This is an optimization exercise on Yosys and OpenROAD, whose aim is small area, a short achievable clock period and few clock cycles per item, not a production implementation. No functional check of the RTL was part of any run shown here. Power is estimated from default activity; no workload was simulated.

<file path="flow/design.v">
module smult16_err_acc #(
  parameter int WIDTH = 16,
  parameter int OUTW  = 32,
  parameter int CNTW  = 16,
  parameter int ACCW  = 48
) (
  input  logic              clk,
  input  logic              rst_n,
  input  logic              start,
  input  logic [CNTW-1:0]   num_samples,
  input  logic              in_valid,
  output logic              in_ready,
  input  logic [WIDTH-1:0]  op_a,
  input  logic [WIDTH-1:0]  op_b,
  input  logic [OUTW-1:0]   p_approx,
  output logic              busy,
  output logic              done,
  output logic [CNTW-1:0]   err_count,
  output logic [ACCW-1:0]   sum_err,
  output logic [ACCW-1:0]   sum_abs_err,
  output logic [OUTW:0]     max_abs_err,
  output logic              overflow
);
  logic             busy_q, done_q, rdy_q;
  logic [CNTW-1:0]  rem_q;           
  logic             l1_q, l2_q, l3_q;   
  logic             v1_q, v2_q;
  logic             clr_q;           
  logic             z_q;             
  wire go       = !busy_q && !done_q && start;
  wire accept   = rdy_q && in_valid;
  wire last_acc = accept && (rem_q == CNTW'(1));
  wire empty    = (num_samples == '0);
  always_ff @(posedge clk or negedge rst_n) begin
    if (!rst_n) begin
      busy_q <= 1'b0;
      done_q <= 1'b0;
      rdy_q  <= 1'b0;
      l1_q   <= 1'b0;
      l2_q   <= 1'b0;
      l3_q   <= 1'b0;
      v1_q   <= 1'b0;
      v2_q   <= 1'b0;
      clr_q  <= 1'b0;
      z_q    <= 1'b0;
    end else begin
      done_q <= l3_q || z_q;
      busy_q <= go || (busy_q && !l3_q && !z_q);
      z_q    <= go && empty;
      rdy_q  <= go ? !empty : (rdy_q && !last_acc);
      l1_q   <= last_acc;
      l2_q   <= l1_q;
      l3_q   <= l2_q;
      v1_q   <= accept;
      v2_q   <= v1_q;
      clr_q  <= go;
    end
  end
  always_ff @(posedge clk) begin
    if (go) rem_q <= num_samples;
    else if (accept) rem_q <= rem_q - CNTW'(1);
  end
  logic [15:0] a_q;
  logic [31:0] p_q;
  logic        pc19_q;
  logic [7:0]  bone, btwo, bneg;
  wire  [16:0] bx = {op_b, 1'b0};
  wire  [5:0]  p_mid = {1'b0, p_approx[18:14]} + {5'b0, ~op_b[15]};
  always_ff @(posedge clk) begin
    a_q    <= op_a;
    p_q    <= {p_approx[31:19], p_mid[4:0], p_approx[13:0]};
    pc19_q <= p_mid[5];
    for (int i = 0; i < 8; i++) begin
      bone[i] <= bx[2*i+1] ^ bx[2*i];
      btwo[i] <= (bx[2*i+2] & ~bx[2*i+1] & ~bx[2*i]) | (~bx[2*i+2] & bx[2*i+1] & bx[2*i]);
      bneg[i] <= ~bx[2*i+2];
    end
  end
  wire pp0_0 = (bone[0] & a_q[0]) ^ bneg[0];
  wire pp0_1 = ((bone[0] & a_q[1]) | (btwo[0] & a_q[0])) ^ bneg[0];
  wire pp0_2 = ((bone[0] & a_q[2]) | (btwo[0] & a_q[1])) ^ bneg[0];
  wire pp0_3 = ((bone[0] & a_q[3]) | (btwo[0] & a_q[2])) ^ bneg[0];
  wire pp0_4 = ((bone[0] & a_q[4]) | (btwo[0] & a_q[3])) ^ bneg[0];
  wire pp0_5 = ((bone[0] & a_q[5]) | (btwo[0] & a_q[4])) ^ bneg[0];
  wire pp0_6 = ((bone[0] & a_q[6]) | (btwo[0] & a_q[5])) ^ bneg[0];
  wire pp0_7 = ((bone[0] & a_q[7]) | (btwo[0] & a_q[6])) ^ bneg[0];
  wire pp0_8 = ((bone[0] & a_q[8]) | (btwo[0] & a_q[7])) ^ bneg[0];
  wire pp0_9 = ((bone[0] & a_q[9]) | (btwo[0] & a_q[8])) ^ bneg[0];
  wire pp0_10 = ((bone[0] & a_q[10]) | (btwo[0] & a_q[9])) ^ bneg[0];
  wire pp0_11 = ((bone[0] & a_q[11]) | (btwo[0] & a_q[10])) ^ bneg[0];
  wire pp0_12 = ((bone[0] & a_q[12]) | (btwo[0] & a_q[11])) ^ bneg[0];
  wire pp0_13 = ((bone[0] & a_q[13]) | (btwo[0] & a_q[12])) ^ bneg[0];
  wire pp0_14 = ((bone[0] & a_q[14]) | (btwo[0] & a_q[13])) ^ bneg[0];
  wire pp0_15 = ((bone[0] & a_q[15]) | (btwo[0] & a_q[14])) ^ bneg[0];
  wire pp0_16 = ((bone[0] | btwo[0]) & a_q[15]) ^ bneg[0];
  wire pp1_0 = (bone[1] & a_q[0]) ^ bneg[1];
  wire pp1_1 = ((bone[1] & a_q[1]) | (btwo[1] & a_q[0])) ^ bneg[1];
  wire pp1_2 = ((bone[1] & a_q[2]) | (btwo[1] & a_q[1])) ^ bneg[1];
  wire pp1_3 = ((bone[1] & a_q[3]) | (btwo[1] & a_q[2])) ^ bneg[1];
  wire pp1_4 = ((bone[1] & a_q[4]) | (btwo[1] & a_q[3])) ^ bneg[1];
  wire pp1_5 = ((bone[1] & a_q[5]) | (btwo[1] & a_q[4])) ^ bneg[1];
  wire pp1_6 = ((bone[1] & a_q[6]) | (btwo[1] & a_q[5])) ^ bneg[1];
  wire pp1_7 = ((bone[1] & a_q[7]) | (btwo[1] & a_q[6])) ^ bneg[1];
  wire pp1_8 = ((bone[1] & a_q[8]) | (btwo[1] & a_q[7])) ^ bneg[1];
  wire pp1_9 = ((bone[1] & a_q[9]) | (btwo[1] & a_q[8])) ^ bneg[1];
  wire pp1_10 = ((bone[1] & a_q[10]) | (btwo[1] & a_q[9])) ^ bneg[1];
  wire pp1_11 = ((bone[1] & a_q[11]) | (btwo[1] & a_q[10])) ^ bneg[1];
  wire pp1_12 = ((bone[1] & a_q[12]) | (btwo[1] & a_q[11])) ^ bneg[1];
  wire pp1_13 = ((bone[1] & a_q[13]) | (btwo[1] & a_q[12])) ^ bneg[1];
  wire pp1_14 = ((bone[1] & a_q[14]) | (btwo[1] & a_q[13])) ^ bneg[1];
  wire pp1_15 = ((bone[1] & a_q[15]) | (btwo[1] & a_q[14])) ^ bneg[1];
  wire pp1_16 = ((bone[1] | btwo[1]) & a_q[15]) ^ bneg[1];
  wire ppn1 = ~pp1_16;
  wire pp2_0 = (bone[2] & a_q[0]) ^ bneg[2];
  wire pp2_1 = ((bone[2] & a_q[1]) | (btwo[2] & a_q[0])) ^ bneg[2];
  wire pp2_2 = ((bone[2] & a_q[2]) | (btwo[2] & a_q[1])) ^ bneg[2];
  wire pp2_3 = ((bone[2] & a_q[3]) | (btwo[2] & a_q[2])) ^ bneg[2];
  wire pp2_4 = ((bone[2] & a_q[4]) | (btwo[2] & a_q[3])) ^ bneg[2];
  wire pp2_5 = ((bone[2] & a_q[5]) | (btwo[2] & a_q[4])) ^ bneg[2];
  wire pp2_6 = ((bone[2] & a_q[6]) | (btwo[2] & a_q[5])) ^ bneg[2];
  wire pp2_7 = ((bone[2] & a_q[7]) | (btwo[2] & a_q[6])) ^ bneg[2];
  wire pp2_8 = ((bone[2] & a_q[8]) | (btwo[2] & a_q[7])) ^ bneg[2];
  wire pp2_9 = ((bone[2] & a_q[9]) | (btwo[2] & a_q[8])) ^ bneg[2];
  wire pp2_10 = ((bone[2] & a_q[10]) | (btwo[2] & a_q[9])) ^ bneg[2];
  wire pp2_11 = ((bone[2] & a_q[11]) | (btwo[2] & a_q[10])) ^ bneg[2];
  wire pp2_12 = ((bone[2] & a_q[12]) | (btwo[2] & a_q[11])) ^ bneg[2];
  wire pp2_13 = ((bone[2] & a_q[13]) | (btwo[2] & a_q[12])) ^ bneg[2];
  wire pp2_14 = ((bone[2] & a_q[14]) | (btwo[2] & a_q[13])) ^ bneg[2];
  wire pp2_15 = ((bone[2] & a_q[15]) | (btwo[2] & a_q[14])) ^ bneg[2];
  wire pp2_16 = ((bone[2] | btwo[2]) & a_q[15]) ^ bneg[2];
  wire ppn2 = ~pp2_16;
  wire pp3_0 = (bone[3] & a_q[0]) ^ bneg[3];
  wire pp3_1 = ((bone[3] & a_q[1]) | (btwo[3] & a_q[0])) ^ bneg[3];
  wire pp3_2 = ((bone[3] & a_q[2]) | (btwo[3] & a_q[1])) ^ bneg[3];
  wire pp3_3 = ((bone[3] & a_q[3]) | (btwo[3] & a_q[2])) ^ bneg[3];
  wire pp3_4 = ((bone[3] & a_q[4]) | (btwo[3] & a_q[3])) ^ bneg[3];
  wire pp3_5 = ((bone[3] & a_q[5]) | (btwo[3] & a_q[4])) ^ bneg[3];
  wire pp3_6 = ((bone[3] & a_q[6]) | (btwo[3] & a_q[5])) ^ bneg[3];
  wire pp3_7 = ((bone[3] & a_q[7]) | (btwo[3] & a_q[6])) ^ bneg[3];
  wire pp3_8 = ((bone[3] & a_q[8]) | (btwo[3] & a_q[7])) ^ bneg[3];
  wire pp3_9 = ((bone[3] & a_q[9]) | (btwo[3] & a_q[8])) ^ bneg[3];
  wire pp3_10 = ((bone[3] & a_q[10]) | (btwo[3] & a_q[9])) ^ bneg[3];
  wire pp3_11 = ((bone[3] & a_q[11]) | (btwo[3] & a_q[10])) ^ bneg[3];
  wire pp3_12 = ((bone[3] & a_q[12]) | (btwo[3] & a_q[11])) ^ bneg[3];
  wire pp3_13 = ((bone[3] & a_q[13]) | (btwo[3] & a_q[12])) ^ bneg[3];
  wire pp3_14 = ((bone[3] & a_q[14]) | (btwo[3] & a_q[13])) ^ bneg[3];
  wire pp3_15 = ((bone[3] & a_q[15]) | (btwo[3] & a_q[14])) ^ bneg[3];
  wire pp3_16 = ((bone[3] | btwo[3]) & a_q[15]) ^ bneg[3];
  wire ppn3 = ~pp3_16;
  wire pp4_0 = (bone[4] & a_q[0]) ^ bneg[4];
  wire pp4_1 = ((bone[4] & a_q[1]) | (btwo[4] & a_q[0])) ^ bneg[4];
  wire pp4_2 = ((bone[4] & a_q[2]) | (btwo[4] & a_q[1])) ^ bneg[4];
  wire pp4_3 = ((bone[4] & a_q[3]) | (btwo[4] & a_q[2])) ^ bneg[4];
  wire pp4_4 = ((bone[4] & a_q[4]) | (btwo[4] & a_q[3])) ^ bneg[4];
  wire pp4_5 = ((bone[4] & a_q[5]) | (btwo[4] & a_q[4])) ^ bneg[4];
  wire pp4_6 = ((bone[4] & a_q[6]) | (btwo[4] & a_q[5])) ^ bneg[4];
  wire pp4_7 = ((bone[4] & a_q[7]) | (btwo[4] & a_q[6])) ^ bneg[4];
  wire pp4_8 = ((bone[4] & a_q[8]) | (btwo[4] & a_q[7])) ^ bneg[4];
  wire pp4_9 = ((bone[4] & a_q[9]) | (btwo[4] & a_q[8])) ^ bneg[4];
  wire pp4_10 = ((bone[4] & a_q[10]) | (btwo[4] & a_q[9])) ^ bneg[4];
  wire pp4_11 = ((bone[4] & a_q[11]) | (btwo[4] & a_q[10])) ^ bneg[4];
  wire pp4_12 = ((bone[4] & a_q[12]) | (btwo[4] & a_q[11])) ^ bneg[4];
  wire pp4_13 = ((bone[4] & a_q[13]) | (btwo[4] & a_q[12])) ^ bneg[4];
  wire pp4_14 = ((bone[4] & a_q[14]) | (btwo[4] & a_q[13])) ^ bneg[4];
  wire pp4_15 = ((bone[4] & a_q[15]) | (btwo[4] & a_q[14])) ^ bneg[4];
  wire pp4_16 = ((bone[4] | btwo[4]) & a_q[15]) ^ bneg[4];
  wire ppn4 = ~pp4_16;
  wire pp5_0 = (bone[5] & a_q[0]) ^ bneg[5];
  wire pp5_1 = ((bone[5] & a_q[1]) | (btwo[5] & a_q[0])) ^ bneg[5];
  wire pp5_2 = ((bone[5] & a_q[2]) | (btwo[5] & a_q[1])) ^ bneg[5];
  wire pp5_3 = ((bone[5] & a_q[3]) | (btwo[5] & a_q[2])) ^ bneg[5];
  wire pp5_4 = ((bone[5] & a_q[4]) | (btwo[5] & a_q[3])) ^ bneg[5];
  wire pp5_5 = ((bone[5] & a_q[5]) | (btwo[5] & a_q[4])) ^ bneg[5];
  wire pp5_6 = ((bone[5] & a_q[6]) | (btwo[5] & a_q[5])) ^ bneg[5];
  wire pp5_7 = ((bone[5] & a_q[7]) | (btwo[5] & a_q[6])) ^ bneg[5];
  wire pp5_8 = ((bone[5] & a_q[8]) | (btwo[5] & a_q[7])) ^ bneg[5];
  wire pp5_9 = ((bone[5] & a_q[9]) | (btwo[5] & a_q[8])) ^ bneg[5];
  wire pp5_10 = ((bone[5] & a_q[10]) | (btwo[5] & a_q[9])) ^ bneg[5];
  wire pp5_11 = ((bone[5] & a_q[11]) | (btwo[5] & a_q[10])) ^ bneg[5];
  wire pp5_12 = ((bone[5] & a_q[12]) | (btwo[5] & a_q[11])) ^ bneg[5];
  wire pp5_13 = ((bone[5] & a_q[13]) | (btwo[5] & a_q[12])) ^ bneg[5];
  wire pp5_14 = ((bone[5] & a_q[14]) | (btwo[5] & a_q[13])) ^ bneg[5];
  wire pp5_15 = ((bone[5] & a_q[15]) | (btwo[5] & a_q[14])) ^ bneg[5];
  wire pp5_16 = ((bone[5] | btwo[5]) & a_q[15]) ^ bneg[5];
  wire ppn5 = ~pp5_16;
  wire pp6_0 = (bone[6] & a_q[0]) ^ bneg[6];
  wire pp6_1 = ((bone[6] & a_q[1]) | (btwo[6] & a_q[0])) ^ bneg[6];
  wire pp6_2 = ((bone[6] & a_q[2]) | (btwo[6] & a_q[1])) ^ bneg[6];
  wire pp6_3 = ((bone[6] & a_q[3]) | (btwo[6] & a_q[2])) ^ bneg[6];
  wire pp6_4 = ((bone[6] & a_q[4]) | (btwo[6] & a_q[3])) ^ bneg[6];
  wire pp6_5 = ((bone[6] & a_q[5]) | (btwo[6] & a_q[4])) ^ bneg[6];
  wire pp6_6 = ((bone[6] & a_q[6]) | (btwo[6] & a_q[5])) ^ bneg[6];
  wire pp6_7 = ((bone[6] & a_q[7]) | (btwo[6] & a_q[6])) ^ bneg[6];
  wire pp6_8 = ((bone[6] & a_q[8]) | (btwo[6] & a_q[7])) ^ bneg[6];
  wire pp6_9 = ((bone[6] & a_q[9]) | (btwo[6] & a_q[8])) ^ bneg[6];
  wire pp6_10 = ((bone[6] & a_q[10]) | (btwo[6] & a_q[9])) ^ bneg[6];
  wire pp6_11 = ((bone[6] & a_q[11]) | (btwo[6] & a_q[10])) ^ bneg[6];
  wire pp6_12 = ((bone[6] & a_q[12]) | (btwo[6] & a_q[11])) ^ bneg[6];
  wire pp6_13 = ((bone[6] & a_q[13]) | (btwo[6] & a_q[12])) ^ bneg[6];
  wire pp6_14 = ((bone[6] & a_q[14]) | (btwo[6] & a_q[13])) ^ bneg[6];
  wire pp6_15 = ((bone[6] & a_q[15]) | (btwo[6] & a_q[14])) ^ bneg[6];
  wire pp6_16 = ((bone[6] | btwo[6]) & a_q[15]) ^ bneg[6];
  wire ppn6 = ~pp6_16;
  wire pp7_0 = (bone[7] & a_q[0]) ^ bneg[7];
  wire pp7_1 = ((bone[7] & a_q[1]) | (btwo[7] & a_q[0])) ^ bneg[7];
  wire pp7_2 = ((bone[7] & a_q[2]) | (btwo[7] & a_q[1])) ^ bneg[7];
  wire pp7_3 = ((bone[7] & a_q[3]) | (btwo[7] & a_q[2])) ^ bneg[7];
  wire pp7_4 = ((bone[7] & a_q[4]) | (btwo[7] & a_q[3])) ^ bneg[7];
  wire pp7_5 = ((bone[7] & a_q[5]) | (btwo[7] & a_q[4])) ^ bneg[7];
  wire pp7_6 = ((bone[7] & a_q[6]) | (btwo[7] & a_q[5])) ^ bneg[7];
  wire pp7_7 = ((bone[7] & a_q[7]) | (btwo[7] & a_q[6])) ^ bneg[7];
  wire pp7_8 = ((bone[7] & a_q[8]) | (btwo[7] & a_q[7])) ^ bneg[7];
  wire pp7_9 = ((bone[7] & a_q[9]) | (btwo[7] & a_q[8])) ^ bneg[7];
  wire pp7_10 = ((bone[7] & a_q[10]) | (btwo[7] & a_q[9])) ^ bneg[7];
  wire pp7_11 = ((bone[7] & a_q[11]) | (btwo[7] & a_q[10])) ^ bneg[7];
  wire pp7_12 = ((bone[7] & a_q[12]) | (btwo[7] & a_q[11])) ^ bneg[7];
  wire pp7_13 = ((bone[7] & a_q[13]) | (btwo[7] & a_q[12])) ^ bneg[7];
  wire pp7_14 = ((bone[7] & a_q[14]) | (btwo[7] & a_q[13])) ^ bneg[7];
  wire pp7_15 = ((bone[7] & a_q[15]) | (btwo[7] & a_q[14])) ^ bneg[7];
  wire pp7_16 = ((bone[7] | btwo[7]) & a_q[15]) ^ bneg[7];
  wire ppn7 = ~pp7_16;
  wire ppn0 = ~pp0_16;
  wire pn31 = ~p_q[31];
  wire s1 = bneg[4] ^ p_q[8];
  wire c2 = bneg[4] & p_q[8];
  wire s3 = p_q[9] ^ pp0_9;
  wire c4 = p_q[9] & pp0_9;
  wire s5 = bneg[5] ^ p_q[10] ^ pp0_10;
  wire c6 = (bneg[5] & p_q[10]) | (pp0_10 & (bneg[5] ^ p_q[10]));
  wire s7 = pp1_8 ^ pp2_6;
  wire c8 = pp1_8 & pp2_6;
  wire s9 = p_q[11] ^ pp0_11 ^ pp1_9;
  wire c10 = (p_q[11] & pp0_11) | (pp1_9 & (p_q[11] ^ pp0_11));
  wire s11 = pp2_7 ^ pp3_5;
  wire c12 = pp2_7 & pp3_5;
  wire s13 = bneg[6] ^ p_q[12] ^ pp0_12;
  wire c14 = (bneg[6] & p_q[12]) | (pp0_12 & (bneg[6] ^ p_q[12]));
  wire s15 = pp1_10 ^ pp2_8 ^ pp3_6;
  wire c16 = (pp1_10 & pp2_8) | (pp3_6 & (pp1_10 ^ pp2_8));
  wire s17 = pp4_4 ^ pp5_2;
  wire c18 = pp4_4 & pp5_2;
  wire s19 = p_q[13] ^ pp0_13 ^ pp1_11;
  wire c20 = (p_q[13] & pp0_13) | (pp1_11 & (p_q[13] ^ pp0_13));
  wire s21 = pp2_9 ^ pp3_7 ^ pp4_5;
  wire c22 = (pp2_9 & pp3_7) | (pp4_5 & (pp2_9 ^ pp3_7));
  wire s23 = pp5_3 ^ pp6_1;
  wire c24 = pp5_3 & pp6_1;
  wire s25 = p_q[14] ^ pp0_14 ^ pp1_12;
  wire c26 = (p_q[14] & pp0_14) | (pp1_12 & (p_q[14] ^ pp0_14));
  wire s27 = pp2_10 ^ pp3_8 ^ pp4_6;
  wire c28 = (pp2_10 & pp3_8) | (pp4_6 & (pp2_10 ^ pp3_8));
  wire s29 = pp5_4 ^ pp6_2 ^ pp7_0;
  wire c30 = (pp5_4 & pp6_2) | (pp7_0 & (pp5_4 ^ pp6_2));
  wire s31 = p_q[15] ^ pp0_15 ^ pp1_13;
  wire c32 = (p_q[15] & pp0_15) | (pp1_13 & (p_q[15] ^ pp0_15));
  wire s33 = pp2_11 ^ pp3_9 ^ pp4_7;
  wire c34 = (pp2_11 & pp3_9) | (pp4_7 & (pp2_11 ^ pp3_9));
  wire s35 = pp5_5 ^ pp6_3 ^ pp7_1;
  wire c36 = (pp5_5 & pp6_3) | (pp7_1 & (pp5_5 ^ pp6_3));
  wire s37 = p_q[16] ^ pp1_14 ^ pp2_12;
  wire c38 = (p_q[16] & pp1_14) | (pp2_12 & (p_q[16] ^ pp1_14));
  wire s39 = pp3_10 ^ pp4_8 ^ pp5_6;
  wire c40 = (pp3_10 & pp4_8) | (pp5_6 & (pp3_10 ^ pp4_8));
  wire s41 = pp6_4 ^ pp7_2 ^ pp0_16;
  wire c42 = (pp6_4 & pp7_2) | (pp0_16 & (pp6_4 ^ pp7_2));
  wire s43 = p_q[17] ^ pp1_15 ^ pp2_13;
  wire c44 = (p_q[17] & pp1_15) | (pp2_13 & (p_q[17] ^ pp1_15));
  wire s45 = pp3_11 ^ pp4_9 ^ pp5_7;
  wire c46 = (pp3_11 & pp4_9) | (pp5_7 & (pp3_11 ^ pp4_9));
  wire s47 = pp6_5 ^ pp7_3 ^ pp0_16;
  wire c48 = (pp6_5 & pp7_3) | (pp0_16 & (pp6_5 ^ pp7_3));
  wire s49 = p_q[18] ^ pp2_14 ^ pp3_12;
  wire c50 = (p_q[18] & pp2_14) | (pp3_12 & (p_q[18] ^ pp2_14));
  wire s51 = pp4_10 ^ pp5_8 ^ pp6_6;
  wire c52 = (pp4_10 & pp5_8) | (pp6_6 & (pp4_10 ^ pp5_8));
  wire s53 = pp7_4 ^ ppn1 ^ ppn0;
  wire c54 = (pp7_4 & ppn1) | (ppn0 & (pp7_4 ^ ppn1));
  wire s55 = ~(p_q[19] ^ pc19_q);
  wire c56 = p_q[19] | pc19_q;
  wire s57 = pp2_15 ^ pp3_13 ^ pp4_11;
  wire c58 = (pp2_15 & pp3_13) | (pp4_11 & (pp2_15 ^ pp3_13));
  wire s59 = pp5_9 ^ pp6_7 ^ pp7_5;
  wire c60 = (pp5_9 & pp6_7) | (pp7_5 & (pp5_9 ^ pp6_7));
  wire s61 = p_q[20] ^ pp3_14 ^ pp4_12;
  wire c62 = (p_q[20] & pp3_14) | (pp4_12 & (p_q[20] ^ pp3_14));
  wire s63 = pp5_10 ^ pp6_8 ^ pp7_6;
  wire c64 = (pp5_10 & pp6_8) | (pp7_6 & (pp5_10 ^ pp6_8));
  wire s65 = ~(p_q[21] ^ pp3_15);
  wire c66 = p_q[21] | pp3_15;
  wire s67 = pp4_13 ^ pp5_11;
  wire c68 = pp4_13 & pp5_11;
  wire s69 = p_q[22] ^ pp4_14 ^ pp5_12;
  wire c70 = (p_q[22] & pp4_14) | (pp5_12 & (p_q[22] ^ pp4_14));
  wire s71 = ~p_q[23];
  wire s73 = bneg[2] ^ p_q[4];
  wire c74 = bneg[2] & p_q[4];
  wire s75 = p_q[5] ^ pp0_5;
  wire c76 = p_q[5] & pp0_5;
  wire s77 = bneg[3] ^ p_q[6] ^ pp0_6;
  wire c78 = (bneg[3] & p_q[6]) | (pp0_6 & (bneg[3] ^ p_q[6]));
  wire s79 = pp1_4 ^ pp2_2;
  wire c80 = pp1_4 & pp2_2;
  wire s81 = p_q[7] ^ pp0_7 ^ pp1_5;
  wire c82 = (p_q[7] & pp0_7) | (pp1_5 & (p_q[7] ^ pp0_7));
  wire s83 = pp2_3 ^ pp3_1;
  wire c84 = pp2_3 & pp3_1;
  wire s85 = s1 ^ pp0_8 ^ pp1_6;
  wire c86 = (s1 & pp0_8) | (pp1_6 & (s1 ^ pp0_8));
  wire s87 = pp2_4 ^ pp3_2 ^ pp4_0;
  wire c88 = (pp2_4 & pp3_2) | (pp4_0 & (pp2_4 ^ pp3_2));
  wire s89 = c2 ^ pp1_7 ^ pp2_5;
  wire c90 = (c2 & pp1_7) | (pp2_5 & (c2 ^ pp1_7));
  wire s91 = pp3_3 ^ pp4_1 ^ s3;
  wire c92 = (pp3_3 & pp4_1) | (s3 & (pp3_3 ^ pp4_1));
  wire s93 = pp3_4 ^ pp4_2 ^ pp5_0;
  wire c94 = (pp3_4 & pp4_2) | (pp5_0 & (pp3_4 ^ pp4_2));
  wire s95 = c4 ^ s7 ^ s5;
  wire c96 = (c4 & s7) | (s5 & (c4 ^ s7));
  wire s97 = pp4_3 ^ pp5_1 ^ c8;
  wire c98 = (pp4_3 & pp5_1) | (c8 & (pp4_3 ^ pp5_1));
  wire s99 = s11 ^ c6 ^ s9;
  wire c100 = (s11 & c6) | (s9 & (s11 ^ c6));
  wire s101 = pp6_0 ^ c12 ^ s17;
  wire c102 = (pp6_0 & c12) | (s17 & (pp6_0 ^ c12));
  wire s103 = c10 ^ s13 ^ s15;
  wire c104 = (c10 & s13) | (s15 & (c10 ^ s13));
  wire s105 = c18 ^ s23 ^ c14;
  wire c106 = (c18 & s23) | (c14 & (c18 ^ s23));
  wire s107 = c16 ^ s19 ^ s21;
  wire c108 = (c16 & s19) | (s21 & (c16 ^ s19));
  wire s109 = c24 ^ c20 ^ c22;
  wire c110 = (c24 & c20) | (c22 & (c24 ^ c20));
  wire s111 = s25 ^ s27 ^ s29;
  wire c112 = (s25 & s27) | (s29 & (s25 ^ s27));
  wire s113 = c26 ^ c28 ^ c30;
  wire c114 = (c26 & c28) | (c30 & (c26 ^ c28));
  wire s115 = s31 ^ s33 ^ s35;
  wire c116 = (s31 & s33) | (s35 & (s31 ^ s33));
  wire s117 = c32 ^ c34 ^ c36;
  wire c118 = (c32 & c34) | (c36 & (c32 ^ c34));
  wire s119 = s37 ^ s39 ^ s41;
  wire c120 = (s37 & s39) | (s41 & (s37 ^ s39));
  wire s121 = c38 ^ c40 ^ c42;
  wire c122 = (c38 & c40) | (c42 & (c38 ^ c40));
  wire s123 = s43 ^ s45 ^ s47;
  wire c124 = (s43 & s45) | (s47 & (s43 ^ s45));
  wire s125 = c44 ^ c46 ^ c48;
  wire c126 = (c44 & c46) | (c48 & (c44 ^ c46));
  wire s127 = s49 ^ s51 ^ s53;
  wire c128 = (s49 & s51) | (s53 & (s49 ^ s51));
  wire s129 = s55 ^ c50 ^ c52;
  wire c130 = (s55 & c50) | (c52 & (s55 ^ c50));
  wire s131 = c54 ^ s57 ^ s59;
  wire c132 = (c54 & s57) | (s59 & (c54 ^ s57));
  wire s133 = c56 ^ ppn2 ^ c58;
  wire c134 = (c56 & ppn2) | (c58 & (c56 ^ ppn2));
  wire s135 = c60 ^ s61 ^ s63;
  wire c136 = (c60 & s61) | (s63 & (c60 ^ s61));
  wire s137 = pp6_9 ^ pp7_7 ^ s65;
  wire c138 = (pp6_9 & pp7_7) | (s65 & (pp6_9 ^ pp7_7));
  wire s139 = s67 ^ c62 ^ c64;
  wire c140 = (s67 & c62) | (c64 & (s67 ^ c62));
  wire s141 = pp6_10 ^ pp7_8 ^ ppn3;
  wire c142 = (pp6_10 & pp7_8) | (ppn3 & (pp6_10 ^ pp7_8));
  wire s143 = c66 ^ c68 ^ s69;
  wire c144 = (c66 & c68) | (s69 & (c66 ^ c68));
  wire s145 = s71 ^ pp4_15 ^ pp5_13;
  wire c146 = (s71 & pp4_15) | (pp5_13 & (s71 ^ pp4_15));
  wire s147 = pp6_11 ^ pp7_9 ^ c70;
  wire c148 = (pp6_11 & pp7_9) | (c70 & (pp6_11 ^ pp7_9));
  wire s149 = p_q[23] ^ p_q[24] ^ pp5_14;
  wire c150 = (p_q[23] & p_q[24]) | (pp5_14 & (p_q[23] ^ p_q[24]));
  wire s151 = pp6_12 ^ pp7_10 ^ ppn4;
  wire c152 = (pp6_12 & pp7_10) | (ppn4 & (pp6_12 ^ pp7_10));
  wire s153 = ~(p_q[25] ^ pp5_15);
  wire c154 = p_q[25] | pp5_15;
  wire s155 = pp6_13 ^ pp7_11;
  wire c156 = pp6_13 & pp7_11;
  wire s157 = p_q[26] ^ pp6_14 ^ pp7_12;
  wire c158 = (p_q[26] & pp6_14) | (pp7_12 & (p_q[26] ^ pp6_14));
  wire s159 = ~p_q[27];
  wire s161 = bneg[1] ^ p_q[2];
  wire c162 = bneg[1] & p_q[2];
  wire s163 = p_q[3] ^ pp0_3;
  wire c164 = p_q[3] & pp0_3;
  wire s165 = s73 ^ pp0_4 ^ pp1_2;
  wire c166 = (s73 & pp0_4) | (pp1_2 & (s73 ^ pp0_4));
  wire s167 = c74 ^ pp1_3 ^ pp2_1;
  wire c168 = (c74 & pp1_3) | (pp2_1 & (c74 ^ pp1_3));
  wire s169 = pp3_0 ^ c76 ^ s79;
  wire c170 = (pp3_0 & c76) | (s79 & (pp3_0 ^ c76));
  wire s171 = c80 ^ s83 ^ c78;
  wire c172 = (c80 & s83) | (c78 & (c80 ^ s83));
  wire s173 = c84 ^ c82 ^ s85;
  wire c174 = (c84 & c82) | (s85 & (c84 ^ c82));
  wire s175 = c86 ^ c88 ^ s89;
  wire c176 = (c86 & c88) | (s89 & (c86 ^ c88));
  wire s177 = c90 ^ s93 ^ c92;
  wire c178 = (c90 & s93) | (c92 & (c90 ^ s93));
  wire s179 = c94 ^ s97 ^ c96;
  wire c180 = (c94 & s97) | (c96 & (c94 ^ s97));
  wire s181 = c98 ^ s101 ^ c100;
  wire c182 = (c98 & s101) | (c100 & (c98 ^ s101));
  wire s183 = c102 ^ s105 ^ c104;
  wire c184 = (c102 & s105) | (c104 & (c102 ^ s105));
  wire s185 = c106 ^ s109 ^ c108;
  wire c186 = (c106 & s109) | (c108 & (c106 ^ s109));
  wire s187 = c110 ^ s113 ^ c112;
  wire c188 = (c110 & s113) | (c112 & (c110 ^ s113));
  wire s189 = c114 ^ s117 ^ c116;
  wire c190 = (c114 & s117) | (c116 & (c114 ^ s117));
  wire s191 = c118 ^ s121 ^ c120;
  wire c192 = (c118 & s121) | (c120 & (c118 ^ s121));
  wire s193 = c122 ^ s125 ^ c124;
  wire c194 = (c122 & s125) | (c124 & (c122 ^ s125));
  wire s195 = c126 ^ s129 ^ c128;
  wire c196 = (c126 & s129) | (c128 & (c126 ^ s129));
  wire s197 = c130 ^ s133 ^ c132;
  wire c198 = (c130 & s133) | (c132 & (c130 ^ s133));
  wire s199 = s137 ^ c134 ^ s139;
  wire c200 = (s137 & c134) | (s139 & (s137 ^ c134));
  wire s201 = s141 ^ c138 ^ c140;
  wire c202 = (s141 & c138) | (c140 & (s141 ^ c138));
  wire s203 = c142 ^ s145 ^ s147;
  wire c204 = (c142 & s145) | (s147 & (c142 ^ s145));
  wire s205 = c146 ^ s149 ^ s151;
  wire c206 = (c146 & s149) | (s151 & (c146 ^ s149));
  wire s207 = s153 ^ s155 ^ c150;
  wire c208 = (s153 & s155) | (c150 & (s153 ^ s155));
  wire s209 = ppn5 ^ c154 ^ c156;
  wire c210 = (ppn5 & c154) | (c156 & (ppn5 ^ c154));
  wire s211 = s159 ^ pp6_15 ^ pp7_13;
  wire c212 = (s159 & pp6_15) | (pp7_13 & (s159 ^ pp6_15));
  wire s213 = p_q[27] ^ p_q[28] ^ pp7_14;
  wire c214 = (p_q[27] & p_q[28]) | (pp7_14 & (p_q[27] ^ p_q[28]));
  wire s215 = ~p_q[29];
  wire s217 = bneg[0] ^ p_q[0];
  wire c218 = bneg[0] & p_q[0];
  wire s219 = p_q[1] ^ pp0_1;
  wire c220 = p_q[1] & pp0_1;
  wire s221 = s161 ^ pp0_2 ^ pp1_0;
  wire c222 = (s161 & pp0_2) | (pp1_0 & (s161 ^ pp0_2));
  wire s223 = c162 ^ pp1_1 ^ s163;
  wire c224 = (c162 & pp1_1) | (s163 & (c162 ^ pp1_1));
  wire s225 = pp2_0 ^ c164 ^ s165;
  wire c226 = (pp2_0 & c164) | (s165 & (pp2_0 ^ c164));
  wire s227 = s75 ^ c166 ^ s167;
  wire c228 = (s75 & c166) | (s167 & (s75 ^ c166));
  wire s229 = c168 ^ s77 ^ s169;
  wire c230 = (c168 & s77) | (s169 & (c168 ^ s77));
  wire s231 = s81 ^ c170 ^ s171;
  wire c232 = (s81 & c170) | (s171 & (s81 ^ c170));
  wire s233 = s87 ^ c172 ^ s173;
  wire c234 = (s87 & c172) | (s173 & (s87 ^ c172));
  wire s235 = s91 ^ c174 ^ s175;
  wire c236 = (s91 & c174) | (s175 & (s91 ^ c174));
  wire s237 = c176 ^ s95 ^ s177;
  wire c238 = (c176 & s95) | (s177 & (c176 ^ s95));
  wire s239 = s99 ^ c178 ^ s179;
  wire c240 = (s99 & c178) | (s179 & (s99 ^ c178));
  wire s241 = s103 ^ c180 ^ s181;
  wire c242 = (s103 & c180) | (s181 & (s103 ^ c180));
  wire s243 = s107 ^ c182 ^ s183;
  wire c244 = (s107 & c182) | (s183 & (s107 ^ c182));
  wire s245 = s111 ^ c184 ^ s185;
  wire c246 = (s111 & c184) | (s185 & (s111 ^ c184));
  wire s247 = s115 ^ c186 ^ s187;
  wire c248 = (s115 & c186) | (s187 & (s115 ^ c186));
  wire s249 = s119 ^ c188 ^ s189;
  wire c250 = (s119 & c188) | (s189 & (s119 ^ c188));
  wire s251 = s123 ^ c190 ^ s191;
  wire c252 = (s123 & c190) | (s191 & (s123 ^ c190));
  wire s253 = s127 ^ c192 ^ s193;
  wire c254 = (s127 & c192) | (s193 & (s127 ^ c192));
  wire s255 = s131 ^ c194 ^ s195;
  wire c256 = (s131 & c194) | (s195 & (s131 ^ c194));
  wire s257 = s135 ^ c196 ^ s197;
  wire c258 = (s135 & c196) | (s197 & (s135 ^ c196));
  wire s259 = c136 ^ c198 ^ s199;
  wire c260 = (c136 & c198) | (s199 & (c136 ^ c198));
  wire s261 = s143 ^ c200 ^ s201;
  wire c262 = (s143 & c200) | (s201 & (s143 ^ c200));
  wire s263 = c144 ^ c202 ^ s203;
  wire c264 = (c144 & c202) | (s203 & (c144 ^ c202));
  wire s265 = c148 ^ s205 ^ c204;
  wire c266 = (c148 & s205) | (c204 & (c148 ^ s205));
  wire s267 = c152 ^ s207 ^ c206;
  wire c268 = (c152 & s207) | (c206 & (c152 ^ s207));
  wire s269 = s157 ^ s209 ^ c208;
  wire c270 = (s157 & s209) | (c208 & (s157 ^ s209));
  wire s271 = c158 ^ s211 ^ c210;
  wire c272 = (c158 & s211) | (c210 & (c158 ^ s211));
  wire s273 = ppn6 ^ c212 ^ s213;
  wire c274 = (ppn6 & c212) | (s213 & (ppn6 ^ c212));
  wire s275 = s215 ^ pp7_15 ^ c214;
  wire c276 = (s215 & pp7_15) | (c214 & (s215 ^ pp7_15));
  wire s277 = p_q[29] ^ p_q[30] ^ ppn7;
  wire c278 = (p_q[29] & p_q[30]) | (ppn7 & (p_q[29] ^ p_q[30]));
  wire [32:0] row0 = {1'b1, c278, c276, c274, c272, c270, c268, c266, c264, c262, c260, c258, c256, c254, c252, c250, c248, c246, c244, c242, c240, c238, c236, c234, c232, c230, c228, c226, c224, c222, c220, c218, s217};
  wire [32:0] row1 = {1'b0, pn31, s277, s275, s273, s271, s269, s267, s265, s263, s261, s259, s257, s255, s253, s251, s249, s247, s245, s243, s241, s239, s237, s235, s233, s231, s229, s227, s225, s223, s221, s219, pp0_0};
  logic [32:0] r0_q, r1_q;
  always_ff @(posedge clk) begin
    r0_q <= row0;
    r1_q <= row1;
  end
  wire [32:0] d  = r0_q + r1_q;
  wire        ds = d[32];
  wire [31:0] dx = d[31:0] ^ {32{ds}};
  logic [31:0] x_q;
  logic        s_q;
  always_ff @(posedge clk or negedge rst_n) begin
    if (!rst_n) begin
      x_q <= '0;
      s_q <= 1'b0;
    end else begin
      x_q <= v2_q ? dx : '0;
      s_q <= v2_q & ds;
    end
  end
  logic [CNTW-1:0] cnt_q;
  logic [ACCW-1:0] sum_q, abs_q;
  logic [31:0]     max_q;
  logic            ovf_q;
  wire [ACCW-1:0] d_ext   = {{(ACCW-32){s_q}}, x_q ^ {32{s_q}}};
  wire [ACCW-1:0] sum_nxt = sum_q + d_ext;
  wire            wrap    = (sum_q[ACCW-1] == s_q) && (sum_nxt[ACCW-1] != s_q);
  wire [ACCW:0]   abs_sh  = {abs_q, 1'b1} + {{(ACCW-32){1'b0}}, x_q, s_q};
  wire [32:0]     cmp     = {1'b0, x_q} + {1'b0, ~max_q} + {32'b0, s_q};
  wire [31:0]     absd    = x_q + {31'b0, s_q};
  wire            nz      = s_q | (|x_q);
  always_ff @(posedge clk or negedge rst_n) begin
    if (!rst_n) begin
      cnt_q <= '0;
      sum_q <= '0;
      abs_q <= '0;
      max_q <= '0;
      ovf_q <= 1'b0;
    end else if (clr_q) begin
      cnt_q <= '0;
      sum_q <= '0;
      abs_q <= '0;
      max_q <= '0;
      ovf_q <= 1'b0;
    end else begin
      cnt_q <= cnt_q + CNTW'(nz);
      sum_q <= sum_nxt;
      abs_q <= abs_sh[ACCW:1];
      if (cmp[32]) max_q <= absd;
      ovf_q <= ovf_q | wrap;
    end
  end
  assign in_ready    = rdy_q;
  assign busy        = busy_q;
  assign done        = done_q;
  assign err_count   = cnt_q;
  assign sum_err     = sum_q;
  assign sum_abs_err = abs_q;
  assign max_abs_err = {1'b0, max_q};
  assign overflow    = ovf_q;
endmodule
</file>
<file path="flow/run.sh">
#!/bin/bash
# synth_recipe.tcl (not shown) runs the flow's synth.tcl, then flattens the netlist and writes it again
# the make line also repeats each setting of config.mk as NAME=value (left out here)
make -C /OpenROAD-flow-scripts/flow DESIGN_CONFIG=/design/flow/config.mk WORK_HOME=/design/flow/orfs CLKGATE_MAP_FILE= SYNTH_SCRIPT=/design/flow/synth_recipe.tcl finish
</file>
<file path="flow/config.mk">
export PLATFORM = sky130hd
export DESIGN_NAME = smult16_err_acc
export DESIGN_NICKNAME = smult16_err_acc
export VERILOG_FILES = /design/flow/design.v
export SDC_FILE = /design/flow/constraint.sdc
export NUM_CORES = 4
export LEC_CHECK = 0
export CAP_MARGIN = 20
export CORE_MARGIN = 2
export CORE_UTILIZATION = 40
export SETUP_SLACK_MARGIN = 5
export SLEW_MARGIN = 20
</file>
<file path="flow/constraint.sdc">
create_clock -name core_clock -period 8.5 [get_ports {clk}]
set_input_delay 1.7000 -clock core_clock [delete_from_list [all_inputs] [get_ports {clk}]]
set_output_delay 1.7000 -clock core_clock [all_outputs]
set_load 0.01 [all_outputs]
</file>
==> flow_metrics.py, run 1 <==
metrics = {
    "logic_synthesis": {
        "ys_types": 80,
        "syn_area_per_cell_sq_um": 9.38,
        "synth-seq-cells": 341,
        "synth_ff_type": "dfrtp_1",
        "yosysWarnings": 1,
        "synth_edf_count": 16,
        "synthesis.nets": 2934,
        "synthArstFlopShare": 0.551,
        "ys_seq_area_frac": 0.330,
        "synth_cells": 2560,
        "syn_area_sq_um": 24000,
    },
    "power_and_ir_drop": {
        "power_leakage_nw": 13.1,
        "irDropWorstVdd_mv": 0.148,
        "power_density_nw_per_um2": 219,
    },
    "floorplanning": {
        "die-area_sq_um": 62000,
        "ios": 233,
        "core-area_sq_um": 59200,
        "die_w_microns": 249,
        "die_h_microns": 249,
        "initial_core_util": 0.405,
        "placementRows": 89,
    },
    "min_path": {
        "hold_start": "l1_q",
        "hold-path-endpoint": "l2_q",
        "hold_depth": 0,
        "hold_path_class": "flip-flop to flip-flop",
    },
    "clock_network": {
        "cts_max_path_buffers": 3,
        "cts_sinks": 341,
        "cts-buffers-inserted": 42,
        "cts_root_buf": "clkbuf_16",
        "h-tree-depth": 2,
        "tritoncts": "done",
        "clkTransAtPathRegs_ns": 0.06,
        "hold_buffers": 0,
        "clock_latency_ns": 0.57,
    },
    "worst_setup_path": {
        "rr_endpoint": "sum_q[28]",
        "crit_path_start_kind": "flip-flop",
        "worstRegToRegCells": 15,
        "regToRegSetupSlack_ns": 5.10,
        "worstPathMaxFanout": 7,
        "critPathRequiredTime_ns": 8.93,
        "path_class": "flip-flop to flip-flop",
        "arrival_ns": 3.82,
        "end_kind": "flip-flop",
        "r2r-start": "s_q",
    },
    "placed_design": {
        "dp_hpwl_microns": 48800,
        "place.gp.congestion": 0.881,
        "dp_cells": 3432,
        "io_buffer_count": 231,
    },
    "cells_and_area": {
        "antenna_cells": 0,
        "area_growth_pct": 20.3,
        "fin_nets": 3111,
        "fillers": 5563,
        "final-instance-count-excl-fill": 3543,
        "drive_gt1_frac": 0.0819,
        "final_cell_mix": "238 x nor2_1, 230 x clkdlybuf4s50_1, 208 x inv_1",
        "final_common_cell": "nor2_1",
    },
    "sta": {
        "fin_worst_skew_ns": 0.0260,
        "rsz0062_at_grt": "yes",
        "hold_violations": 0,
        "period_share": 0.400,
        "drv_slew": 0,
        "whs_ns": 0.340,
        "fmax_ghz": 0.294,
        "tightest_slew_ns": 1.12,
        "max-slew-margin-rel": 0.244,
        "final-setup-viol-count": 0,
        "period_needed_ns": 3.40,
        "fin_setup_tns_ns": 0,
    },
    "routing": {
        "drt_wl_total_microns": 65600,
        "drtIter0Drc": 1090,
        "via_count": 18960,
        "via_per_inst": 5.35,
        "route.detailed.drc": 0,
        "drt_pass1_iterations": 5,
        "antenna_left": 0,
        "wl_per_cell_microns": 18.5,
    },
    "global_routing": {
        "grt_pass1_vias": 19564,
        "grt_max_degree": 97,
        "grt_pass1_wl_microns": 106000,
        "antenna_found_initial": 0,
        "grt-ovfl-total": 0,
        "grt.total_usage": 0.210,
    },
    "outcome": {
        "outcome": "finished clean",
    },
    "job": {
        "maxCapViolCount": 0,
    },
}
## report_power, final
group,internal (mW),switching [mW]
logic,1.15,1.40
registers,1.81,0.121
clock network,1.13,0.708
## Yosys cell counts, drive strengths merged, types with 16 or more instances
cell	instances	area, sq um
nand2	129	487
nor3	24	120
o21bai	21	158
nor2	239	897
xor2	167	1460
o21ai	109	546
a31oi	24	150
nand2b	17	109
ha	170	2130
xnor2	199	1740
nor2b	24	150
mux2	33	372
a22oi	120	901
nand4	31	194
nand3	60	300
and2	18	114
nor4	21	138
a21oi	133	666
inv	212	796
buf	16	109
clkbuf	121	455
fa	120	2400
dfxtp	137	2740
dfrtp	188	4700
edfxtp	16	480
a21o	41	310
and3	18	116
o21a	16	120
a211oi	17	128
## flip-flops by register name, indices dropped and copies added, names as in the netlist, 8 cells and up
signal  cells
abs_q      48
sum_q      48
max_q      32
p_q        32
r0_q       32
r1_q       32
x_q        32
a_q        16
cnt_q      16
rem_q      16
bneg        8
bone        8
btwo        8
## routing by layer
layer	routed length (microns)	global-route usage	vias to the layer above
met5	0	0	-
met4	1930	0.0714	0
li1	-	-	9121
met2	31900	0.359	486
met1	29000	0.272	9236
met3	2860	0.0292	117
## through the flow
stage	total power, mW	worst slack [ns]	utilization	area (sq um)
2_1_floorplan	3.93	5.01	-	24000
3_3_place_gp	4.47	4.41	0.452	26800
3_5_place_dp	4.52	4.32	0.452	26800
4_1_cts	6.41	4.90	0.479	28400
5_1_grt	6.84	4.91	0.488	28900
6_report	6.33	5.10	0.488	28900
## logic make-up (layout without fill, tap and decap cells)
logic type | count (synthesis) | after routing | share of synthesized area
simple gates | 615 | 615 | 0.120
compound gates | 561 | 562 | 0.154
xor+xnor | 367 | 367 | 0.134
buf+inv | 350 | 559 | 0.0571
flops | 341 | 341 | 0.330
fa+ha+maj | 290 | 290 | 0.189
mux | 35 | 35 | 0.0163
other cells | 1 | 1 | 0.000156
## timing repair
item                                    CTS  global route
gates cloned                              2             2
buffers inserted                          9            21
gates resized for setup                  19            64
pin swaps                                 6            24
endpoints found under the setup margin   72            85
## worst max-delay path by stage
| stage | startpoint | to | slack [ns] | depth (start not counted) |
|---|---|---|---|---|
| 6_report | s_q | sum_q[28] | 5.10 | 15 |
| 5_1_grt | s_q | sum_q[32] | 4.91 | 14 |
| 4_1_cts | s_q | sum_q[41] | 4.90 | 12 |
| 3_5_place_dp | s_q | sum_q[41] | 4.32 | 12 |
| 3_3_place_gp | s_q | sum_q[32] | 4.41 | 14 |
| 2_1_floorplan | s_q | ovf_q | 5.01 | 14 |
## worst max-delay path, cell delays in order (launching register included)
cell and delay [ns]:
dfrtp_2 0.49, clkbuf_16 0.21, ha_4 0.29, ha_4 0.16, inv_4 0.03, fa_2 0.38, nor2b_4 0.14, o31a_1 0.23
o21ai_2 0.09, o31ai_2 0.26, buf_4 0.19, a21oi_4 0.08, o41ai_4 0.38, buf_4 0.18, xnor2_2 0.10, nor2_1 0.05
## cell type report
class | count | area [sq um] | area share
Multi-Input combinational cell | 1870 | 15000 | 0.520
Sequential cell | 341 | 7950 | 0.275
Timing Repair Buffer | 270 | 2730 | 0.0944
Clock buffer | 60 | 1200 | 0.0415
Tap cell | 773 | 967 | 0.0335
Inverter | 212 | 806 | 0.0279
Clock inverter | 17 | 225 | 0.00780
==> inputs of run 2 (changes only) <==
==> flow/flow/run.sh (new file) <==
#!/bin/bash
# The standard layout (standard.sh: unchanged synthesis and steps), with two changes:
# ports are buffered with buf_1 cells, and the resizer's setup repair aims for a margin.
set -e
export SETUP_SLACK_MARGIN=5.0
export BUFFER_PORTS_ARGS="-buffer_cell sky130_fd_sc_hd__buf_1"
bash standard.sh > standard_flow.log 2>&1
==> flow/standard.sh (new file) <==
#!/bin/bash
# synth_recipe.tcl (not shown) runs the flow's synth.tcl, then flattens the netlist and writes it again
# the make line also repeats each setting of config.mk as NAME=value (left out here)
make -C /OpenROAD-flow-scripts/flow DESIGN_CONFIG=/design/flow/config.mk WORK_HOME=/design/flow/orfs CLKGATE_MAP_FILE= SYNTH_SCRIPT=/design/flow/synth_recipe.tcl "${@:-finish}"
--- a/flow/config.mk
+++ b/flow/config.mk
@@ -10,3 +10,2 @@
 export CORE_UTILIZATION = 40
-export SETUP_SLACK_MARGIN = 5
 export SLEW_MARGIN = 20
removed: flow/run.sh
==> run 2 against run 1 <==
Clock skew grew 0.0099 ns. Via count shrank 0.13%. Fmax shrank 1.3%. Sequential cell count is the same. Core utilization shrank 2.3 points. Cell area shrank 4.8%. Non-clock buffer count shrank 12. Clock-buffer cell count shrank 5. Critical path type unchanged. Largest cell class unchanged.
==> flow_metrics.py, run 2 <==
metrics = {
    "sta": {
        "fin_setup_tns_ns": 0,
        "max-slew-margin-rel": 0.324,
        "whs_ns": 0.348,
        "drv_slew": 0,
        "period_needed_ns": 3.44,
        "hold_violations": 0,
        "final-setup-viol-count": 0,
        "rsz0062_at_grt": "yes",
        "tightest_slew_ns": 1.01,
        "period_share": 0.405,
        "fin_worst_skew_ns": 0.0358,
        "fmax_ghz": 0.290,
    },
    "power_and_ir_drop": {
        "p_seq_frac": 0.299,
        "irDropWorstVdd_mv": 0.148,
        "power_density_nw_per_um2": 235,
        "switching_share": 0.351,
        "p_sw_mw": 2.27,
        "p_int_mw": 4.20,
        "power_leakage_nw": 12.6,
        "p_clk_frac": 0.308,
        "combPwrFrac": 0.393,
        "finalPower_mw": 6.46,
    },
    "min_path": {
        "hold_path_class": "flip-flop to flip-flop",
        "hold-path-endpoint": "l2_q",
        "hold_depth": 0,
        "hold_start": "l1_q",
    },
    "logic_synthesis": {
        "synthesis.nets": 2934,
        "synth_ff_type": "dfrtp_1",
        "yosysWarnings": 1,
        "synthArstFlopShare": 0.551,
        "synth_top_cell_by_area": "dfrtp_1",
        "synthDominantCellAreaShare": 0.196,
        "synth_edf_count": 16,
        "syn_area_sq_um": 24000,
        "ys_types": 80,
        "yosys-top-cells-count": "239 x nor2_1, 211 x inv_1, 199 x xnor2_1, 188 x dfrtp_1, 170 x ha_1",
        "synth_cells": 2560,
        "synth-seq-cells": 341,
        "ys_top_cells_by_area": "dfrtp_1 20%, dfxtp_1 11%, fa_1 10%",
        "syn_area_per_cell_sq_um": 9.38,
        "synth.most_common_cell": "nor2_1",
        "ys_seq_area_frac": 0.330,
    },
    "routing": {
        "route.detailed.drc": 0,
        "drtIter0Drc": 1327,
        "via_count": 18935,
        "wl_per_cell_microns": 18.5,
        "antenna_left": 0,
        "drt_pass1_iterations": 7,
        "via_per_inst": 5.36,
        "drt_wl_total_microns": 65500,
    },
    "placed_design": {
        "place_area_sq_um": 25300,
        "place.gp.congestion": 0.918,
        "io_buffer_count": 231,
        "dp_hpwl_microns": 48000,
    },
    "floorplanning": {
        "initial_core_util": 0.405,
        "die-area_sq_um": 62000,
        "ios": 233,
        "die_w_microns": 249,
        "placementRows": 89,
        "core-area_sq_um": 59200,
        "die_h_microns": 249,
    },
    "global_routing": {
        "grt.total_usage": 0.208,
        "antenna_found_initial": 0,
        "grt_pass1_wl_microns": 105000,
        "grt_max_degree": 146,
        "grt_pass1_vias": 19239,
        "grt-ovfl-total": 0,
    },
    "clock_network": {
        "cts_max_path_buffers": 3,
        "cts_sinks": 341,
        "cts_root_buf": "clkbuf_16",
        "cts-buffers-inserted": 42,
        "tritoncts": "done",
        "h-tree-depth": 2,
        "clkTransAtPathRegs_ns": 0.06,
        "hold_buffers": 0,
        "clock_latency_ns": 0.57,
    },
    "outcome": {
        "outcome": "finished clean",
    },
    "worst_setup_path": {
        "worstRegToRegCells": 12,
        "end_kind": "flip-flop",
        "slowest_stage": "dfrtp_2",
        "setup.worst_path.start": "s_q",
        "arrival_ns": 3.90,
        "r2r-start": "s_q",
        "rr_endpoint": "sum_q[41]",
        "cp_top_family": "compound AO/OA/AOI/OAI gates",
        "crit_path_start_kind": "flip-flop",
        "regToRegSetupSlack_ns": 5.06,
        "worstPathMaxFanout": 14,
        "critPathRequiredTime_ns": 8.96,
        "path_class": "flip-flop to flip-flop",
        "crit_buf_inv": 1,
        "crit_path_cell_trace": "buf_16, xor2_1, ha_1, a211oi_2, o21bai_1, a2111oi_4, nor4_4, nor2_4, o31ai_2, nand2b_2, a221oi_2, mux2_2",
        "cpPeakStageDelay_ns": 0.47,
    },
    "cells_and_area": {
        "drive_gt1_frac": 0.0798,
        "area_growth_pct": 14.5,
        "final_area_sq_um": 27500,
        "antenna_cells": 0,
        "final_cell_mix": "238 x nor2_1, 230 x buf_1, 209 x inv_1",
        "fin_nets": 3099,
        "reg.largest.list": "abs_q (48), sum_q (48)",
        "final_common_cell": "nor2_1",
    },
    "job": {
        "maxCapViolCount": 0,
    },
}
run 2: changes by cell type in the layout (fill, tap and decap cells not counted), sizes merged:
| cell | change |
|---|---|
| clkdlybuf4s50 | -230 |
| clkinv | -1 |
| clkbuf | -6 |
| inv | +3 |
| bufbuf | +1 |
| bufinv | +2 |
| buf | +218 |
| clkinvlp | +1 |
run 2: how the worst max path moves through the flow:
stage                     end  depth (start not counted)
floorplan               ovf_q                         14
global placement    sum_q[32]                         14
detailed placement  sum_q[41]                         12
CTS                 sum_q[41]                         12
global route        sum_q[41]                         12
finish              sum_q[41]                         12
run 2: routing by layer:
metal | GRT usage | vias up | part of all wire
li1 | - | 9081 | -
met1 | 0.273 | 9140 | 0.44
met2 | 0.353 | 592 | 0.47
met3 | 0.0304 | 122 | 0.056
met4 | 0.0688 | 0 | 0.031
met5 | 0 | - | 0
run 2: power groups by stage:
| stage | clock network (mW) | logic, mW | registers [mW] |
|---|---|---|---|
| floorplan | 0 | 2.05 | 1.88 |
| global placement | 0 | 2.49 | 1.96 |
| detailed placement | 0 | 2.53 | 1.96 |
| CTS | 2.05 | 2.54 | 1.93 |
| global route | 2.12 | 2.92 | 1.95 |
| finish | 1.99 | 2.54 | 1.93 |
run 2: timing repair:
item | CTS | global route
hold endpoints to repair | 0 | 0
pin swaps | 6 | 15
cloned | 2 | 1
endpoints found under the setup margin | 77 | 72
buffers inserted | 7 | 14
resized for setup | 25 | 57
run 2: cells by family after synthesis:
group | synth area share
AND/OR/NAND/NOR | 0.120
AO/OA/AOI/OAI | 0.154
XOR/XNOR | 0.134
buffers and inverters | 0.0571
flip-flops | 0.330
adder cells (fa/ha/maj) | 0.189
multiplexers | 0.0163
other | 0.000156
run 2: cell type report:
class	instances	area, sq um
Fill cell	5672	31700
Clock inverter	22	314
Timing Repair Buffer	258	1170
Tap cell	773	967
Clock buffer	55	1240
Inverter	212	803
Multi-Input combinational cell	1870	15000
Sequential cell	341	7950
run 2: metrics by stage:
stage	utilization	setup WS, ns	instances
floorplan	-	5.01	2560
global placement	0.428	4.39	3430
detailed placement	0.428	4.27	3430
CTS	0.457	4.84	3516
global route	0.464	4.91	3531
finish	0.464	5.06	3531
run 2: worst reg2reg max path: stages, from the launching register on:
cell and delay [ns]:
dfrtp_2 0.47, buf_16 0.20, xor2_1 0.24, ha_1 0.30
a211oi_2 0.29, o21bai_1 0.18, a2111oi_4 0.40, nor4_4 0.11
nor2_4 0.17, o31ai_2 0.10, nand2b_2 0.22, a221oi_2 0.27
mux2_2 0.36
==> inputs of run 3 (changes only) <==
--- a/flow/flow/run.sh
+++ b/flow/flow/run.sh
@@ -4,3 +4,3 @@
 set -e
-export SETUP_SLACK_MARGIN=5.0
+export SETUP_SLACK_MARGIN=5.4
 export BUFFER_PORTS_ARGS="-buffer_cell sky130_fd_sc_hd__buf_1"
==> run 3 against run 2 <==
Hold slack gained 0.0031 ns. Combinational power grew 3%. Sequential share of layout area shrank 1.4 points. Critical path type unchanged. Largest cell class unchanged.
==> flow_metrics.py, run 3 <==
metrics = {
    "global_routing": {
        "grt.total_usage": 0.211,
        "grt_max_degree": 73,
        "grt-ovfl-total": 0,
        "grt_pass1_vias": 19471,
        "antenna_found_initial": 0,
        "grt_pass1_wl_microns": 106000,
    },
    "sta": {
        "period_needed_ns": 3.34,
        "fin_setup_tns_ns": 0,
        "final-setup-viol-count": 0,
        "max-slew-margin-rel": 0.386,
        "fmax_ghz": 0.299,
        "drv_slew": 0,
        "rsz0062_at_grt": "yes",
        "fin_worst_skew_ns": 0.0176,
        "period_share": 0.393,
        "hold_violations": 0,
        "tightest_slew_ns": 0.912,
    },
    "cells_and_area": {
        "final_cell_mix": "235 x nor2_1, 230 x buf_1, 208 x inv_1",
        "drive_gt1_frac": 0.157,
        "fin_nets": 3182,
        "antenna_cells": 0,
        "area_growth_pct": 22.1,
        "final_common_cell": "nor2_1",
        "reg.largest.list": "abs_q (48), sum_q (48)",
        "fin_util": 0.495,
    },
    "floorplanning": {
        "die_w_microns": 249,
        "initial_core_util": 0.405,
        "die-area_sq_um": 62000,
        "core-area_sq_um": 59200,
        "die_h_microns": 249,
        "ios": 233,
        "placementRows": 89,
    },
    "logic_synthesis": {
        "ys_top_cells_by_area": "dfrtp_1 20%, dfxtp_1 11%, fa_1 10%",
        "synth-seq-cells": 341,
        "synth_cells": 2560,
        "synth_edf_count": 16,
        "syn_area_sq_um": 24000,
        "syn_area_per_cell_sq_um": 9.38,
        "ys_types": 80,
        "yosys-top-cells-count": "239 x nor2_1, 211 x inv_1, 199 x xnor2_1, 188 x dfrtp_1, 170 x ha_1",
        "synth_top_cell_by_area": "dfrtp_1",
        "ys_seq_area_frac": 0.330,
        "synth_ff_type": "dfrtp_1",
        "synthesis.nets": 2934,
        "synthArstFlopShare": 0.551,
        "synth.most_common_cell": "nor2_1",
        "synthDominantCellAreaShare": 0.196,
        "yosysWarnings": 1,
    },
    "routing": {
        "wl_per_cell_microns": 18.9,
        "drt_wl_total_microns": 68300,
        "drt_pass1_iterations": 5,
        "antenna_left": 0,
        "via_per_inst": 5.43,
        "route.detailed.drc": 0,
        "drtIter0Drc": 1470,
        "via_count": 19611,
    },
    "worst_setup_path": {
        "path_class": "flip-flop to flip-flop",
        "arrival_ns": 3.79,
        "critPathRequiredTime_ns": 8.95,
        "worstPathMaxFanout": 6,
        "worstRegToRegCells": 13,
        "crit_path_cell_trace": "buf_12, buf_6, ha_4, ha_4, a211oi_4, o21bai_2, a2111oi_4, nor4_2, nor2_2, o31ai_2, nand2b_4, a221oi_4, mux2_4",
        "cp_top_family": "compound AO/OA/AOI/OAI gates",
        "regToRegSetupSlack_ns": 5.16,
        "rr_endpoint": "sum_q[41]",
        "r2r-start": "s_q",
        "end_kind": "flip-flop",
        "crit_buf_inv": 2,
        "crit_path_start_kind": "flip-flop",
        "cpMostUsedCell": "ha_4",
        "cpPeakStageDelay_ns": 0.47,
        "slowest_stage": "dfrtp_2",
    },
    "clock_network": {
        "tritoncts": "done",
        "cts_max_path_buffers": 3,
        "h-tree-depth": 2,
        "cts_root_buf": "clkbuf_16",
        "clkTransAtPathRegs_ns": 0.06,
        "cts-buffers-inserted": 42,
        "cts_sinks": 341,
        "clock_latency_ns": 0.57,
    },
    "min_path": {
        "hold_start": "l1_q",
        "hold_depth": 0,
        "hold-path-endpoint": "l2_q",
        "hold_path_class": "flip-flop to flip-flop",
    },
    "placed_design": {
        "dp_hpwl_microns": 48400,
        "place.gp.congestion": 0.910,
        "io_buffer_count": 231,
    },
    "outcome": {
        "outcome": "finished clean",
    },
    "power_and_ir_drop": {
        "power_density_nw_per_um2": 218,
        "irDropWorstVdd_mv": 0.175,
        "power_leakage_nw": 13.2,
    },
    "job": {
        "maxCapViolCount": 0,
    },
}
[run 3: cell types whose count changed in the layout (fill, tap and decap cells not counted), moves of 22 or more]
cell | before | now
buf_4 | 21 | 71
dfxtp_1 | 127 | 98
mux2_2 | 33 | 6
mux2_4 | 0 | 27
dfxtp_4 | 0 | 26
ha_1 | 155 | 133
[run 3: per-layer routing]
layer | vias up | share of wire | GRT usage
met3 | 134 | 0.051 | 0.0274
met4 | 0 | 0.032 | 0.0762
met1 | 9586 | 0.43 | 0.271
met5 | - | 0 | 0
li1 | 9251 | - | -
met2 | 640 | 0.49 | 0.362
[run 3: through the flow]
| step | hold slack, ns | total power [mW] | std cells | area, sq um | worst slack [ns] |
|---|---|---|---|---|---|
| 2_1_floorplan | 0.331 | 3.93 | 2560 | 24100 | 5.17 |
| 3_3_place_gp | 0.336 | 4.45 | 3432 | 25400 | 4.49 |
| 3_5_place_dp | 0.339 | 4.50 | 3432 | 25400 | 4.38 |
| 4_1_cts | 0.355 | 6.42 | 3555 | 27900 | 5.10 |
| 5_1_grt | 0.358 | 6.89 | 3612 | 29300 | 5.05 |
| 6_report | 0.351 | 6.39 | 3612 | 29300 | 5.16 |
[run 3: cell type report]
| type | instances | area [sq um] |
|---|---|---|
| inverter | 212 | 803 |
| sequential | 341 | 8070 |
| fill | 5443 | 29900 |
| clock buffer | 57 | 1240 |
| clock inverter | 18 | 184 |
| timing repair buffer | 339 | 2000 |
| multi-input combinational | 1872 | 16100 |
| tap | 773 | 967 |
[run 3: worst max-delay path by stage]
| stage | endpoint | startpoint | cells after the start | slack, ns |
|---|---|---|---|---|
| finish | sum_q[41] | s_q | 13 | 5.16 |
| global route | sum_q[28] | s_q | 14 | 5.05 |
| CTS | ovf_q | s_q | 12 | 5.10 |
| detailed placement | sum_q[41] | s_q | 12 | 4.38 |
| global placement | sum_q[41] | s_q | 12 | 4.49 |
| floorplan | ovf_q | s_q | 14 | 5.17 |
[run 3: worst register-to-register path, delay by kind of cell (launching register included)]
kind	cells	cell delay [ns]
AOI/OAI and AO/OA	5	1.20
and+or+nand+nor	3	0.53
DFF	1	0.47
adders and majority gates	2	0.41
muxes	1	0.32
buffers and inverters	2	0.30
[run 3: where the power goes]
part	switching [mW]	internal, mW
Combinational	1.44	1.18
Clock	0.721	1.12
Sequential	0.120	1.81
[run 3: cells by family (layout without fill, tap and decap cells)]
| kind of cell | count (synthesis) | count (layout) | synth area share |
|---|---|---|---|
| xor gates and xnor gates | 367 | 367 | 0.134 |
| DFF | 341 | 341 | 0.330 |
| and+or+nand+nor | 615 | 615 | 0.120 |
| other | 1 | 1 | 0.000156 |
| adders and majority gates | 290 | 290 | 0.189 |
| AOI/OAI and AO/OA | 561 | 564 | 0.154 |
| muxes | 35 | 35 | 0.0163 |
| buffers and inverters | 350 | 626 | 0.0571 |
[run 3: repair_timing]
item                                   4_1_cts  5_1_grt
hold buffers                                 0        0
endpoints found under the hold margin        0        0
pin swaps                                   58       73
gates resized for setup                    157      202
cloned                                       6        3
setup buffers                               42       54
setup endpoints to repair                  151      137

==> port drivers added, routing unchanged <==
In the flow no input, the clock included, has a driving cell. The finished layouts below were timed again as built, in two steps. Step 1, drivers: a clkbuf_16 drives clk and a buf_2 each remaining input, both assumed. Step 2 moves the port delays by t, midway between the first and last clock arrival at a register: inputs arrive t later, outputs are due t later. That takes back most of the time a late clock gives input paths. a / b / c = ideal / step 1 / step 2; a / b = the first two.
run | t (ns) | setup slack, ns | worst setup path at the end | clock arrival spread, ns | slew at the worst register clock pin (ns)
run 1 | 0.616 | 5.103 / 5.087 / 4.670 | input to register | 0.029 / 0.028 | 0.06 / 0.06
run 2 | 0.613 | 5.057 / 5.057 / 5.040 | input to register | 0.035 / 0.036 | 0.06 / 0.06
run 3 | 0.615 | 5.161 / 5.161 / 5.059 | input to register | 0.019 / 0.019 | 0.07 / 0.07
After both steps every run listed still meets setup and hold. For run 1, which loses most, drivers alone change the setup slack by -0.016 ns; drivers and shift together by -0.433 ns.
